Source: an optimization exercise on an open RTL-to-GDS flow (aim: small area). Production flows keep margins and buffers that such runs may drop.
For this run, only the layout was checked, not whether the RTL still works.
No activity file was given, so power comes from the tool's default toggle rates.

**config.mk**
```make
export PLATFORM = sky130hd
export DESIGN_NAME = apb_fir_acc
export DESIGN_NICKNAME = apb_fir_acc
export VERILOG_FILES = /design/flow/design.v
export SDC_FILE = /design/flow/constraint.sdc
export NUM_CORES = 4
export LEC_CHECK = 0
export CAP_MARGIN = 20
export CORE_MARGIN = 2
export CORE_UTILIZATION = 40
export PLACE_DENSITY = 0.6
export SLEW_MARGIN = 20
```
**design.v**
```verilog
package fir_acc_pkg;
  localparam int SAMPLE_W = 12;
  localparam int TAP_W    = 12;
  localparam int PROD_W   = SAMPLE_W + TAP_W;
  localparam int ACC_W    = 26;
  localparam int MAX_TAPS = 8;
  localparam int NMUL     = MAX_TAPS / 2;
  localparam int NTAPS_W  = 4;
  localparam int LEN_W    = 16;
  localparam int FIFO_DEPTH = 16;
  localparam int FIFO_AW    = $clog2(FIFO_DEPTH);
  localparam int ADDR_W  = 12;
  localparam int WADDR_W = 5;
  localparam logic [WADDR_W-1:0] ADDR_SAMPLE = 5'd1;
  localparam logic [WADDR_W-1:0] ADDR_RESULT = 5'd2;
  localparam logic [WADDR_W-1:0] ADDR_COUNT  = 5'd4;
  localparam logic [WADDR_W-1:0] ADDR_STATUS = 5'd5;
  localparam logic [WADDR_W-1:0] ADDR_NTAPS  = 5'd6;
  localparam logic [WADDR_W-1:0] ADDR_TAP0   = 5'd7;
  localparam logic [WADDR_W-1:0] ADDR_LENGTH = 5'd16;
  localparam logic [31:0] UNMAPPED_READ = 32'hFFFF_FFFF;
  typedef enum logic [1:0] {
    IDLE  = 2'd0,
    RUN   = 2'd1,
    DRAIN = 2'd2
  } seq_state_t;
endpackage
`timescale 1ns/1ps
module apb_fir_regs (
  input  logic                            i_clk,
  input  logic                            i_reset,
  input  logic [fir_acc_pkg::ADDR_W-1:0]  i_paddr,
  input  logic [31:0]                     i_pwdata,
  input  logic                            i_pwrite,
  input  logic                            i_psel,
  input  logic                            i_penable,
  input  logic [fir_acc_pkg::ACC_W-1:0]   i_fifo_data,
  input  logic                            i_fifo_empty,
  input  logic                            i_fifo_full,
  input  logic                            i_busy,
  input  logic                            i_init,
  output logic [31:0]                     o_prdata,
  output logic                            o_pop,
  output logic [fir_acc_pkg::MAX_TAPS-1:0][fir_acc_pkg::TAP_W-1:0] o_cfg_taps,
  output logic [fir_acc_pkg::NTAPS_W-1:0]                          o_cfg_ntaps,
  output logic [fir_acc_pkg::LEN_W-1:0]                            o_cfg_length,
  output logic                                                     o_sample_acc,
  output logic [fir_acc_pkg::SAMPLE_W-1:0]                         o_cfg_sample,
  output logic                                                     o_cfg_sample_wr
);
  logic [fir_acc_pkg::WADDR_W-1:0]                          waddr;
  logic                                                     wr_access;
  logic                                                     rd_access;
  logic [fir_acc_pkg::MAX_TAPS-1:0][fir_acc_pkg::TAP_W-1:0] taps;
  logic [fir_acc_pkg::NTAPS_W-1:0]                          ntaps;
  logic [fir_acc_pkg::LEN_W-1:0]                            length;
  logic [fir_acc_pkg::SAMPLE_W-1:0]                         sample;
  logic                                                     sample_wr;
  logic [31:0]                                              count;
  logic                                                     res_big;
  assign waddr     = i_paddr[fir_acc_pkg::WADDR_W+1:2];
  assign wr_access = i_psel & i_penable & i_pwrite;
  assign rd_access = i_psel & i_penable & ~i_pwrite;
  assign o_sample_acc = wr_access & (waddr == fir_acc_pkg::ADDR_SAMPLE);
  assign o_pop = rd_access & (waddr == fir_acc_pkg::ADDR_RESULT);
  always_ff @(posedge i_clk or posedge i_reset)
  begin
    if (i_reset)
      sample_wr <= 1'b0;
    else
      sample_wr <= o_sample_acc;
  end
  always_ff @(posedge i_clk)
  begin
    if (i_init)
    begin
      taps   <= '0;
      ntaps  <= fir_acc_pkg::NTAPS_W'(fir_acc_pkg::MAX_TAPS);
      length <= fir_acc_pkg::LEN_W'(1);
      count  <= '0;
    end
    else if (wr_access)
    begin
      case (waddr)
        fir_acc_pkg::ADDR_SAMPLE: count  <= count + 1'b1;
        fir_acc_pkg::ADDR_NTAPS:  ntaps  <= i_pwdata[fir_acc_pkg::NTAPS_W-1:0];
        fir_acc_pkg::ADDR_LENGTH: length <= i_pwdata[fir_acc_pkg::LEN_W-1:0];
        default: ;
      endcase
      for (int k = 0; k < fir_acc_pkg::MAX_TAPS; k++)
      begin
        if (waddr == fir_acc_pkg::ADDR_TAP0 + k)
          taps[k] <= i_pwdata[fir_acc_pkg::TAP_W-1:0];
      end
    end
  end
  always_ff @(posedge i_clk)
    sample <= i_pwdata[fir_acc_pkg::SAMPLE_W-1:0];
  assign o_cfg_taps      = taps;
  assign o_cfg_ntaps     = ntaps;
  assign o_cfg_length    = length;
  assign o_cfg_sample    = sample;
  assign o_cfg_sample_wr = sample_wr;
  assign res_big = i_fifo_data[fir_acc_pkg::ACC_W-1] & ~|i_fifo_data[fir_acc_pkg::ACC_W-2:0];
  always_comb
  begin
    o_prdata = fir_acc_pkg::UNMAPPED_READ;
    case (waddr)
      fir_acc_pkg::ADDR_RESULT:
        o_prdata = {{(32-fir_acc_pkg::ACC_W){i_fifo_data[fir_acc_pkg::ACC_W-1] & ~res_big}},
                    i_fifo_data};
      fir_acc_pkg::ADDR_COUNT:  o_prdata = count;
      fir_acc_pkg::ADDR_STATUS: o_prdata = {29'd0, i_busy, i_fifo_full, i_fifo_empty};
      fir_acc_pkg::ADDR_NTAPS:  o_prdata = 32'(ntaps);
      fir_acc_pkg::ADDR_LENGTH: o_prdata = 32'(length);
      default: ;
    endcase
    for (int k = 0; k < fir_acc_pkg::MAX_TAPS; k++)
    begin
      if (waddr == fir_acc_pkg::ADDR_TAP0 + k)
        o_prdata = {{(32-fir_acc_pkg::TAP_W){taps[k][fir_acc_pkg::TAP_W-1]}}, taps[k]};
    end
  end
endmodule
`timescale 1ns/1ps
module fir_seq_fsm (
  input  logic                           i_clk,
  input  logic                           i_reset,
  input  logic                           i_input_done,
  input  logic                           i_drain_done,
  input  logic [fir_acc_pkg::NTAPS_W-1:0] i_cfg_ntaps,
  input  logic                           i_cfg_sample_wr,
  output logic                           o_ce,
  output logic                           o_flush,
  output logic                           o_busy
);
  fir_acc_pkg::seq_state_t state;
  fir_acc_pkg::seq_state_t state_nxt;
  always_ff @(posedge i_clk or posedge i_reset)
  begin
    if (i_reset)
      state <= fir_acc_pkg::IDLE;
    else
      state <= state_nxt;
  end
  always_comb
  begin
    state_nxt = state;
    case (state)
      fir_acc_pkg::IDLE, fir_acc_pkg::RUN:
      begin
        if (i_input_done)
          state_nxt = (i_cfg_ntaps == fir_acc_pkg::NTAPS_W'(1)) ? fir_acc_pkg::IDLE
                                                               : fir_acc_pkg::DRAIN;
        else if (i_cfg_sample_wr)
          state_nxt = fir_acc_pkg::RUN;
      end
      fir_acc_pkg::DRAIN:
      begin
        if (i_drain_done)
          state_nxt = fir_acc_pkg::IDLE;
      end
      default: state_nxt = fir_acc_pkg::IDLE;
    endcase
  end
  assign o_flush = (state == fir_acc_pkg::DRAIN);
  assign o_ce    = o_flush | i_cfg_sample_wr;
  assign o_busy  = (state != fir_acc_pkg::IDLE);
endmodule
`timescale 1ns/1ps
module fir_step_counter (
  input  logic                            i_clk,
  input  logic                            i_reset,
  input  logic                            i_ce,
  input  logic                            i_flush,
  input  logic                            i_init,
  input  logic [fir_acc_pkg::NTAPS_W-1:0] i_cfg_ntaps,
  input  logic [fir_acc_pkg::LEN_W-1:0]   i_cfg_length,
  output logic                            o_input_done,
  output logic                            o_drain_done
);
  logic [fir_acc_pkg::LEN_W-1:0] count;
  logic [fir_acc_pkg::LEN_W-1:0] last_in;
  logic [fir_acc_pkg::LEN_W-1:0] last_drain;
  assign last_in    = i_cfg_length - 1'b1;
  assign last_drain = i_cfg_length + fir_acc_pkg::LEN_W'(i_cfg_ntaps) - fir_acc_pkg::LEN_W'(2);
  assign o_input_done = i_ce & ~i_flush & (count == last_in);
  assign o_drain_done = i_ce & (count == last_drain);
  always_ff @(posedge i_clk)
  begin
    if (i_init | o_drain_done)
      count <= '0;
    else if (i_ce)
      count <= count + 1'b1;
  end
endmodule
`timescale 1ns/1ps
module fir_tap_chain (
  input  logic                             i_clk,
  input  logic                             i_reset,
  input  logic                             i_ce,
  input  logic                             i_flush,
  input  logic                             i_init,
  input  logic                             i_drain_done,
  input  logic                             i_sample_acc,
  input  logic [fir_acc_pkg::MAX_TAPS-1:0][fir_acc_pkg::TAP_W-1:0] i_cfg_taps,
  input  logic [fir_acc_pkg::NTAPS_W-1:0]                          i_cfg_ntaps,
  input  logic [fir_acc_pkg::SAMPLE_W-1:0]                         i_cfg_sample,
  input  logic                                                     i_cfg_sample_wr,
  output logic [fir_acc_pkg::ACC_W-1:0]    o_result
);
  localparam int W = fir_acc_pkg::ACC_W;
  localparam int NDIG = fir_acc_pkg::SAMPLE_W / 2;
  logic signed [fir_acc_pkg::SAMPLE_W-1:0] x;
  logic [NDIG-1:0]                         neg, one, two;
  logic signed [W-1:0]                     mac  [fir_acc_pkg::NMUL];
  logic signed [fir_acc_pkg::TAP_W-1:0]    tsel [fir_acc_pkg::NMUL];
  logic signed [W-1:0]                     opa  [fir_acc_pkg::NMUL];
  logic signed [W-1:0]                     acc  [1:fir_acc_pkg::MAX_TAPS-1];
  logic signed [W-1:0]                     sh_in [fir_acc_pkg::NMUL];
  logic                                    flush_q;
  logic                                    clear;
  logic                                    a_ok;
  logic                                    b_ok;
  assign clear = (flush_q & ~i_flush) | i_init;
  assign a_ok = i_sample_acc & ~(i_flush & ~i_drain_done);
  assign b_ok = i_cfg_sample_wr & ~i_flush & ~clear;
  assign x = {fir_acc_pkg::SAMPLE_W{a_ok | b_ok}} & i_cfg_sample;
  always_comb
  begin
    for (int j = 0; j < NDIG; j++)
    begin
      logic x2, x1, x0;
      x2 = x[2*j+1];
      x1 = x[2*j];
      x0 = (j == 0) ? 1'b0 : x[2*j-1];
      neg[j] = x2;
      one[j] = x1 ^ x0;
      two[j] = (x2 & ~x1 & ~x0) | (~x2 & x1 & x0);
    end
  end
  for (genvar m = 0; m < fir_acc_pkg::NMUL - 1; m++)
  begin : g_sh
    assign sh_in[m] = acc[2*m+2];
  end
  assign sh_in[fir_acc_pkg::NMUL-1] = '0;
  always_comb
  begin
    for (int m = 0; m < fir_acc_pkg::NMUL; m++)
    begin
      if (i_cfg_sample_wr)
        tsel[m] = (2*m+1 < i_cfg_ntaps) ? i_cfg_taps[2*m+1] : '0;
      else
        tsel[m] = (2*m   < i_cfg_ntaps) ? i_cfg_taps[2*m]   : '0;
      if (clear)
        opa[m] = '0;
      else if (!i_ce)
        opa[m] = acc[2*m+1];
      else
        opa[m] = sh_in[m];
    end
  end
  always_ff @(posedge i_clk or posedge i_reset)
  begin
    if (i_reset)
      flush_q <= 1'b0;
    else
      flush_q <= i_flush;
  end
  always_ff @(posedge i_clk)
  begin
    begin
      for (int m = 0; m < fir_acc_pkg::NMUL; m++)
        acc[2*m+1] <= mac[m];
      for (int m = 1; m < fir_acc_pkg::NMUL; m++)
      begin
        if (clear)
          acc[2*m] <= '0;
        else if (i_ce)
          acc[2*m] <= acc[2*m+1];
      end
    end
  end
  for (genvar m = 0; m < fir_acc_pkg::NMUL; m++)
  begin : g_mac
    fir_mac u_mac (.i_a(opa[m]), .i_t(tsel[m]), .i_neg(neg), .i_one(one), .i_two(two),
                   .o_y(mac[m]));
  end
  assign o_result = acc[1];
endmodule
module fir_mac (
  input  logic [fir_acc_pkg::ACC_W-1:0]     i_a,
  input  logic [fir_acc_pkg::TAP_W-1:0]     i_t,
  input  logic [fir_acc_pkg::SAMPLE_W/2-1:0] i_neg,
  input  logic [fir_acc_pkg::SAMPLE_W/2-1:0] i_one,
  input  logic [fir_acc_pkg::SAMPLE_W/2-1:0] i_two,
  output logic [fir_acc_pkg::ACC_W-1:0]     o_y
);
  localparam int W    = fir_acc_pkg::ACC_W;
  localparam int TW   = fir_acc_pkg::TAP_W;
  localparam int NDIG = fir_acc_pkg::SAMPLE_W / 2;
  localparam logic [W-1:0] K = W'(26'h3aab000);
  logic [W-1:0] row [NDIG];
  logic [W-1:0] krow;
  always_comb
  begin
    for (int j = 0; j < NDIG; j++)
    begin
      logic [TW:0] pp;
      for (int i = 0; i <= TW; i++)
      begin
        logic ti, tl;
        ti = (i == TW) ? i_t[TW-1] : i_t[i];
        tl = (i == 0)  ? 1'b0      : i_t[i-1];
        pp[i] = ((i_one[j] & ti) | (i_two[j] & tl)) ^ i_neg[j];
      end
      pp[TW] = ~pp[TW];
      row[j] = W'(pp) << (2*j);
      if (j > 0)
        row[j][2*j-2] = i_neg[j-1];
    end
    krow = K;
    krow[2*NDIG-2] = i_neg[NDIG-1];
  end
  assign o_y = i_a + row[0] + row[1] + row[2] + row[3] + row[4] + row[5] + krow;
endmodule
`timescale 1ns/1ps
module result_fifo (
  input  logic                            i_clk,
  input  logic                            i_reset,
  input  logic                            i_step,
  input  logic [fir_acc_pkg::ACC_W-1:0]   i_data,
  input  logic                            i_pop,
  output logic [fir_acc_pkg::ACC_W-1:0]   o_data,
  output logic                            o_empty,
  output logic                            o_full
);
  logic [fir_acc_pkg::ACC_W-1:0] mem [fir_acc_pkg::FIFO_DEPTH];
  logic [fir_acc_pkg::FIFO_AW:0] wr_ptr;
  logic [fir_acc_pkg::FIFO_AW:0] rd_ptr;
  logic [fir_acc_pkg::FIFO_AW:0] wr_nxt;
  logic [fir_acc_pkg::FIFO_AW:0] rd_nxt;
  logic                          pend;
  logic                          full_nxt;
  logic                          we;
  assign o_empty = (wr_ptr == rd_ptr);
  assign o_full  = (wr_ptr[fir_acc_pkg::FIFO_AW] != rd_ptr[fir_acc_pkg::FIFO_AW]) &&
                   (wr_ptr[fir_acc_pkg::FIFO_AW-1:0] == rd_ptr[fir_acc_pkg::FIFO_AW-1:0]);
  assign wr_nxt = wr_ptr + pend;
  assign rd_nxt = rd_ptr + (i_pop & ~o_empty);
  assign full_nxt = (wr_nxt[fir_acc_pkg::FIFO_AW] != rd_nxt[fir_acc_pkg::FIFO_AW]) &&
                    (wr_nxt[fir_acc_pkg::FIFO_AW-1:0] == rd_nxt[fir_acc_pkg::FIFO_AW-1:0]);
  assign we = i_step & ~full_nxt;
  assign o_data = mem[rd_ptr[fir_acc_pkg::FIFO_AW-1:0]];
  always_ff @(posedge i_clk or posedge i_reset)
  begin
    if (i_reset)
    begin
      wr_ptr <= '0;
      rd_ptr <= '0;
      pend   <= 1'b0;
    end
    else
    begin
      wr_ptr <= wr_nxt;
      rd_ptr <= rd_nxt;
      pend   <= we;
    end
  end
  always_ff @(posedge i_clk)
  begin
    if (we)
      mem[wr_nxt[fir_acc_pkg::FIFO_AW-1:0]] <= i_data;
  end
endmodule
`timescale 1ns/1ps
module apb_fir_acc (
  input  logic                           i_clk,
  input  logic                           i_reset,
  input  logic [fir_acc_pkg::ADDR_W-1:0] i_paddr,
  input  logic [31:0]                    i_pwdata,
  input  logic                           i_pwrite,
  input  logic                           i_psel,
  input  logic                           i_penable,
  output logic [31:0]                    o_prdata,
  output logic                           o_pready,
  output logic                           o_pslverr
);
  logic [fir_acc_pkg::ACC_W-1:0]    fifo_data;
  logic [fir_acc_pkg::ACC_W-1:0]    chain_result;
  logic                             fifo_empty;
  logic                             fifo_full;
  logic                             busy;
  logic                             pop;
  logic                             ce;
  logic                             flush;
  logic                             input_done;
  logic                             drain_done;
  logic                             sample_acc;
  logic                             init;
  always_ff @(posedge i_clk or posedge i_reset)
  begin
    if (i_reset)
      init <= 1'b1;
    else
      init <= 1'b0;
  end
  logic [fir_acc_pkg::MAX_TAPS-1:0][fir_acc_pkg::TAP_W-1:0] cfg_taps;
  logic [fir_acc_pkg::NTAPS_W-1:0]                          cfg_ntaps;
  logic [fir_acc_pkg::LEN_W-1:0]                            cfg_length;
  logic [fir_acc_pkg::SAMPLE_W-1:0]                         cfg_sample;
  logic                                                     cfg_sample_wr;
  assign o_pready  = 1'b1;
  assign o_pslverr = 1'b0;
  apb_fir_regs u_regs (
    .i_clk(i_clk), .i_reset(i_reset), .i_paddr(i_paddr), .i_pwdata(i_pwdata),
    .i_pwrite(i_pwrite), .i_psel(i_psel), .i_penable(i_penable),
    .i_fifo_data(fifo_data), .i_fifo_empty(fifo_empty), .i_fifo_full(fifo_full),
    .i_busy(busy), .i_init(init), .o_prdata(o_prdata), .o_pop(pop), .o_cfg_taps(cfg_taps),
    .o_cfg_ntaps(cfg_ntaps), .o_cfg_length(cfg_length), .o_sample_acc(sample_acc),
    .o_cfg_sample(cfg_sample), .o_cfg_sample_wr(cfg_sample_wr)
  );
  fir_seq_fsm u_fsm (
    .i_clk(i_clk), .i_reset(i_reset), .i_input_done(input_done),
    .i_drain_done(drain_done), .i_cfg_ntaps(cfg_ntaps), .i_cfg_sample_wr(cfg_sample_wr),
    .o_ce(ce), .o_flush(flush), .o_busy(busy)
  );
  fir_step_counter u_step_cnt (
    .i_clk(i_clk), .i_reset(i_reset), .i_ce(ce), .i_flush(flush), .i_init(init),
    .i_cfg_ntaps(cfg_ntaps), .i_cfg_length(cfg_length),
    .o_input_done(input_done), .o_drain_done(drain_done)
  );
  fir_tap_chain u_tap_chain (
    .i_clk(i_clk), .i_reset(i_reset), .i_ce(ce), .i_flush(flush), .i_init(init),
    .i_drain_done(drain_done), .i_sample_acc(sample_acc),
    .i_cfg_taps(cfg_taps), .i_cfg_ntaps(cfg_ntaps),
    .i_cfg_sample(cfg_sample), .i_cfg_sample_wr(cfg_sample_wr),
    .o_result(chain_result)
  );
  result_fifo u_fifo (
    .i_clk(i_clk), .i_reset(i_reset), .i_step(ce), .i_data(chain_result),
    .i_pop(pop), .o_data(fifo_data), .o_empty(fifo_empty), .o_full(fifo_full)
  );
endmodule
```
**constraint.sdc**
```tcl
create_clock -name core_clock -period 10.0 [get_ports {i_clk}]
set_input_delay 2.0000 -clock core_clock [delete_from_list [all_inputs] [get_ports {i_clk}]]
set_output_delay 2.0000 -clock core_clock [all_outputs]
set_load 0.01 [all_outputs]
```
**run.sh**
```bash
#!/bin/bash
# synth_recipe.tcl (not shown) runs the flow's synth.tcl, then flattens the netlist and writes it again
# the make line also repeats each setting of config.mk as NAME=value (left out here)
make -C /OpenROAD-flow-scripts/flow DESIGN_CONFIG=/design/flow/config.mk WORK_HOME=/design/flow/orfs CLKGATE_MAP_FILE= SYNTH_SCRIPT=/design/flow/synth_recipe.tcl finish
```
==> run notes <==
----------------------------------------------------
[Outcome]
  Run status ... complete, no violations

[Synthesis]
  Largest cells by area after synthesis ... sky130_fd_sc_hd__edfxtp_1 23%, sky130_fd_sc_hd__dfxtp_1 13%, sky130_fd_sc_hd__fa_1 8.8%
  Largest area contributor in the netlist ... sky130_fd_sc_hd__edfxtp_1
  Adder-cell share of the synthesized area ... 16.13%
  Dominant combinational cell family by area after synthesis ... adder cells
  Number of enable-type register cells in the synthesized netlist ... 416
  Flip-flop cell with the highest count after synthesis ... sky130_fd_sc_hd__edfxtp_1
  Post-synthesis cell type count ... 86
  Synth Warn # ... 17
  Post-synthesis simple-gate area fraction ... 12.45%
  Fraction of synthesized cell area taken by the top area cell type ... 23.10%
  Post-Synthesis Mean Instance Area ... 9.622 µm²
  Multiplexer area fraction after synthesis ... 5.323%
  Post-synth ARST share ... 2.025%
  Share of the synthesized area in compound gates (AO/OA/AOI/OAI) ... 15.66%
  Xor/xnor cell area share of the yosys netlist ... 7.627%
  Yosys reg bits ... 790
  Gate count after technology mapping ... 5621
  Seq/Total Area, Yosys ... 37.09%
  Netlist area before placement ... 54090 µm²

[Final layout]
  Final cell utilization of the core ... 44.79%
  Commonest cells after routing, fill and taps aside ... 896 x sky130_fd_sc_hd__nand2_1, 416 x sky130_fd_sc_hd__edfxtp_1, 379 x sky130_fd_sc_hd__a21oi_1, 353 x sky130_fd_sc_hd__dfxtp_1
  Leading cell type in the layout, fill and taps excluded ... sky130_fd_sc_hd__nand2_1
  Area growth from synthesis to final layout ... 10.78%
  Area of combinational cells with multiple inputs ... 31320 µm²
  Final nets ... 6127
  Count of non-filler cells in the finished layout ... 7364
  Final non-filler cell area ... 59920 µm²
  Filler Cells Inserted ... 12670
  Sequential Area ... 20080 µm²
  Fraction of layout instances using a drive strength above 1 ... 9.294%

[Route]
  Total via count in the routed design ... 43220
  Vias per cell ... 5.869
  Number of DRC violations after detailed-routing iteration 0 ... 4723
  WL per Instance ... 23.51 µm
  Remaining antenna violation count ... 0
  Overall routed net length ... 173.2 mm
  TritonRoute pass-1 iters ... 6
  Count of unresolved DRC violations after routing ... 0

[Global route]
  Maximum number of pins on one net before global-route repair ... 121
  First-pass GRT wire length ... 261.3 mm
  Overall global routing resource usage ... 24.79%
  Remaining global-route overflow ... 0
  Antenna violations before repair ... 3
  Vias in the first global route ... 41510

[STA]
  Slew of the pin with the lowest slew margin ... 1.151 ns
  Portion of the clock cycle consumed by the worst path in the final layout ... 95.80%
  Final worst clock skew ... 0.06420 ns
  Number of setup violations in the final report ... 0
  Total count of max-transition violations in the final report ... 0
  Maximum clock rate ... 104.4 MHz
  Hold Vio Cnt, Final ... 0
  Period minus WS final ... 9.580 ns
  Max-Slew Margin vs Limit ... 23.26%
  Min Hold Slack ... 0.4529 ns

[Worst setup path]
  Library cell contributing the largest single delay on the critical path ... sky130_fd_sc_hd__mux4_2
  Setup slack of the worst register-to-register path ... 0.42 ns
  Element type at the critical path start ... flop
  Crit path kind ... reg -> reg
  Number of gates on the worst path with buffers counted ... 36
  Worst Reg-to-Reg Cells ... 36
  Worst Path Required ... 10.61 ns
  Worst reg2reg startpoint ... u_regs.length[1]
  Max FO, Critical Path ... 16
  Slowest stage delay, CP ... 0.67 ns
  Cell mode on critical path ... sky130_fd_sc_hd__inv_1
  Destination of the critical timing path ... u_tap_chain.acc[7][24]
  Kind of capture point of the worst setup path ... flop
  FF-to-FF End ... u_tap_chain.acc[7][24]
  Cell class contributing the biggest share of worst-path delay ... adder cells
  Worst setup path startpoint ... u_regs.length[1]
  Data arrival time of the critical path ... 10.19 ns
  Crit path buf inv count ... 9

[CTS]
  Clk pin slew, worst setup/hold paths ... 0.06 ns
  Source-to-sink clock delay at the later pin of the worst-skew pair ... 0.73 ns
  Root buf cell ... sky130_fd_sc_hd__clkbuf_16
  Number of hold buffers added after CTS ... 0
  Clock H-tree levels ... 3
  Maximum root-to-sink buffer count ... 3
  Clock tree from TritonCTS ... built
  Number of buffers created by CTS ... 88
  Clock sink count ... 790

[Placement]
  Total cell area at the placement stage ... 56880 µm²
  Placer's final routability congestion estimate ... 0.9438
  Number of instances in the placed design ... 7200
  Number of I/O port buffers ... 57
  Post-DP HPWL ... 122.5 mm

[Power]
  Power density over the cells ... 154.5 nW/µm²
  Static leakage ... 22.33 nW
  Worst vdd rail ir drop ... 0.1469 mV
  Total power after layout ... 0.009259 W

[Die]
  DIE AREA ... 138200 µm²
  Placeable Area ... 133800 µm²
  I/O pin count ... 83
  Cell row count ... 134
  Vert. Die Dim ... 371.7 µm
  Die outline width ... 371.7 µm
  Effective utilization at floorplan ... 40.43%

[Flow run]
  Count of max-cap constraint violations ... 0

[Min path]
  Hold Crit Class ... reg -> reg

----------------------------------------------------
sequential cells by signal, summed over array words and instances, names as in the netlist, 2 cells and up:
name / flops
u_fifo.mem: 416
u_tap_chain.acc: 182
u_regs.taps: 96
u_regs.count: 32
u_regs.length: 16
u_step_cnt.count: 16
u_regs.sample: 12
u_fifo.rd_ptr: 5
u_fifo.wr_ptr: 5
u_regs.ntaps: 4
u_fsm.state: 2
logic make-up (layout without fill, tap and decap cells):
logic type | after synthesis | in the layout
simple gates | 1585 | 1585
mux | 148 | 148
compound gates | 1313 | 1313
buf+inv | 756 | 729
fa+ha+maj | 556 | 556
xor+xnor | 471 | 471
other cells | 2 | 4
flops | 790 | 790
cell type report:
type                    instances  area share (%)
diodes                          1        0.004176
clock buffers                 120           4.043
clock inverters                39          0.8290
inverters                     325           2.036
multi-input cells            4076           52.26
flip-flops and latches        790           33.51
well taps                    1768           3.692
repair buffers                245           3.623
power breakdown:
group | internal, W | total [W] | leakage (nW) | switching, W
combinational | 0.000953 | 0.00210 | 14.0 | 0.00114
sequential | 0.00365 | 0.00389 | 6.95 | 0.000238
clock | 0.00185 | 0.00327 | 1.41 | 0.00142
layer usage:
layer  vias to the layer above  GRT usage [%]  wire (µm)
met3                       336          5.031      15060
li1                      19700              -          -
met2                      1847          39.20      79200
met5                         -              0         20
met4                         2          8.607       6182
met1                     21330          33.73      72690
stage by stage:
step	setup slack, ns	TNS [ns]
CTS	0.2512	0
global placement	0.2716	0
floorplan	1.151	0
detailed placement	0.2275	0
finish	0.4201	0
global route	-0.0002665	-0.0002665
worst reg2reg max path, delay by kind of cell, from the launching register on:
| family | cells | cell delay [ns] |
|---|---|---|
| and+or+nand+nor | 4 | 1.06 |
| adders and majority gates | 8 | 3.19 |
| muxes | 1 | 0.67 |
| DFF | 1 | 0.41 |
| AOI/OAI and AO/OA | 12 | 2.75 |
| buffers and inverters | 9 | 1.09 |
| xor gates and xnor gates | 2 | 0.31 |
cell usage after synthesis (44+ instances only):
library cell	n
sky130_fd_sc_hd__a22oi_1	110
sky130_fd_sc_hd__edfxtp_1	416
sky130_fd_sc_hd__buf_2	44
sky130_fd_sc_hd__nor2_1	322
sky130_fd_sc_hd__fa_1	237
sky130_fd_sc_hd__a31oi_1	72
sky130_fd_sc_hd__o21ai_0	184
sky130_fd_sc_hd__clkbuf_1	310
sky130_fd_sc_hd__xor2_1	144
sky130_fd_sc_hd__nand2_1	897
sky130_fd_sc_hd__o221ai_1	104
sky130_fd_sc_hd__xnor2_1	327
sky130_fd_sc_hd__o22ai_1	187
sky130_fd_sc_hd__nor3_1	56
sky130_fd_sc_hd__nand3_1	86
sky130_fd_sc_hd__a22o_1	48
sky130_fd_sc_hd__mux4_2	111
sky130_fd_sc_hd__inv_1	323
sky130_fd_sc_hd__dfxtp_1	358
sky130_fd_sc_hd__nand2b_1	45
sky130_fd_sc_hd__a21oi_1	383
sky130_fd_sc_hd__ha_1	315
worst min-delay path by stage:
stage                           startpoint                     end  slack (ns)  cells after the start
global placement     u_tap_chain.acc[2][6]   u_tap_chain.acc[2][6]        0.44                      2
detailed placement   u_tap_chain.acc[2][7]   u_tap_chain.acc[2][7]        0.44                      2
CTS                  u_tap_chain.acc[2][7]   u_tap_chain.acc[2][7]        0.45                      2
finish               u_tap_chain.acc[4][7]   u_tap_chain.acc[4][7]        0.45                      2
global route        u_tap_chain.acc[2][24]  u_tap_chain.acc[2][24]        0.47                      2
floorplan           u_tap_chain.acc[2][23]  u_tap_chain.acc[2][23]        0.43                      2
repair_timing:
| item | in CTS | in global routing |
|---|---|---|
| resized for setup | 0 | 10 |
| setup buffers | 0 | 1 |
| endpoints found under the hold margin | 0 | 0 |
| endpoints found under the setup margin | 0 | 10 |

-- what the ideal ports hide --
The flow's constraints put no driver on any port. The routed layout listed below was extracted and timed again, unchanged, in two steps.
Step 1: set_driving_cell puts a clkbuf_16 on i_clk and a buf_2 on each other input, an assumption about the parent block.
Step 2 also shifts input and output timing later by t, the mid clock arrival at the registers, as if the neighbouring blocks saw the same clock.
Three values: ideal, step 1, step 2; two values: the first two.
t, ns: 0.776
slack for setup (ns): 0.420 / 0.420 / 0.166
clock arrival spread, ns: 0.066 / 0.065
slew at the worst register clock pin (ns): 0.07 / 0.07
worst slew at a driven data input, ns: 0.09
After both steps this run still meets setup and hold. The setup slack of this run moves by 0.000 ns with the drivers and by -0.254 ns with both steps.
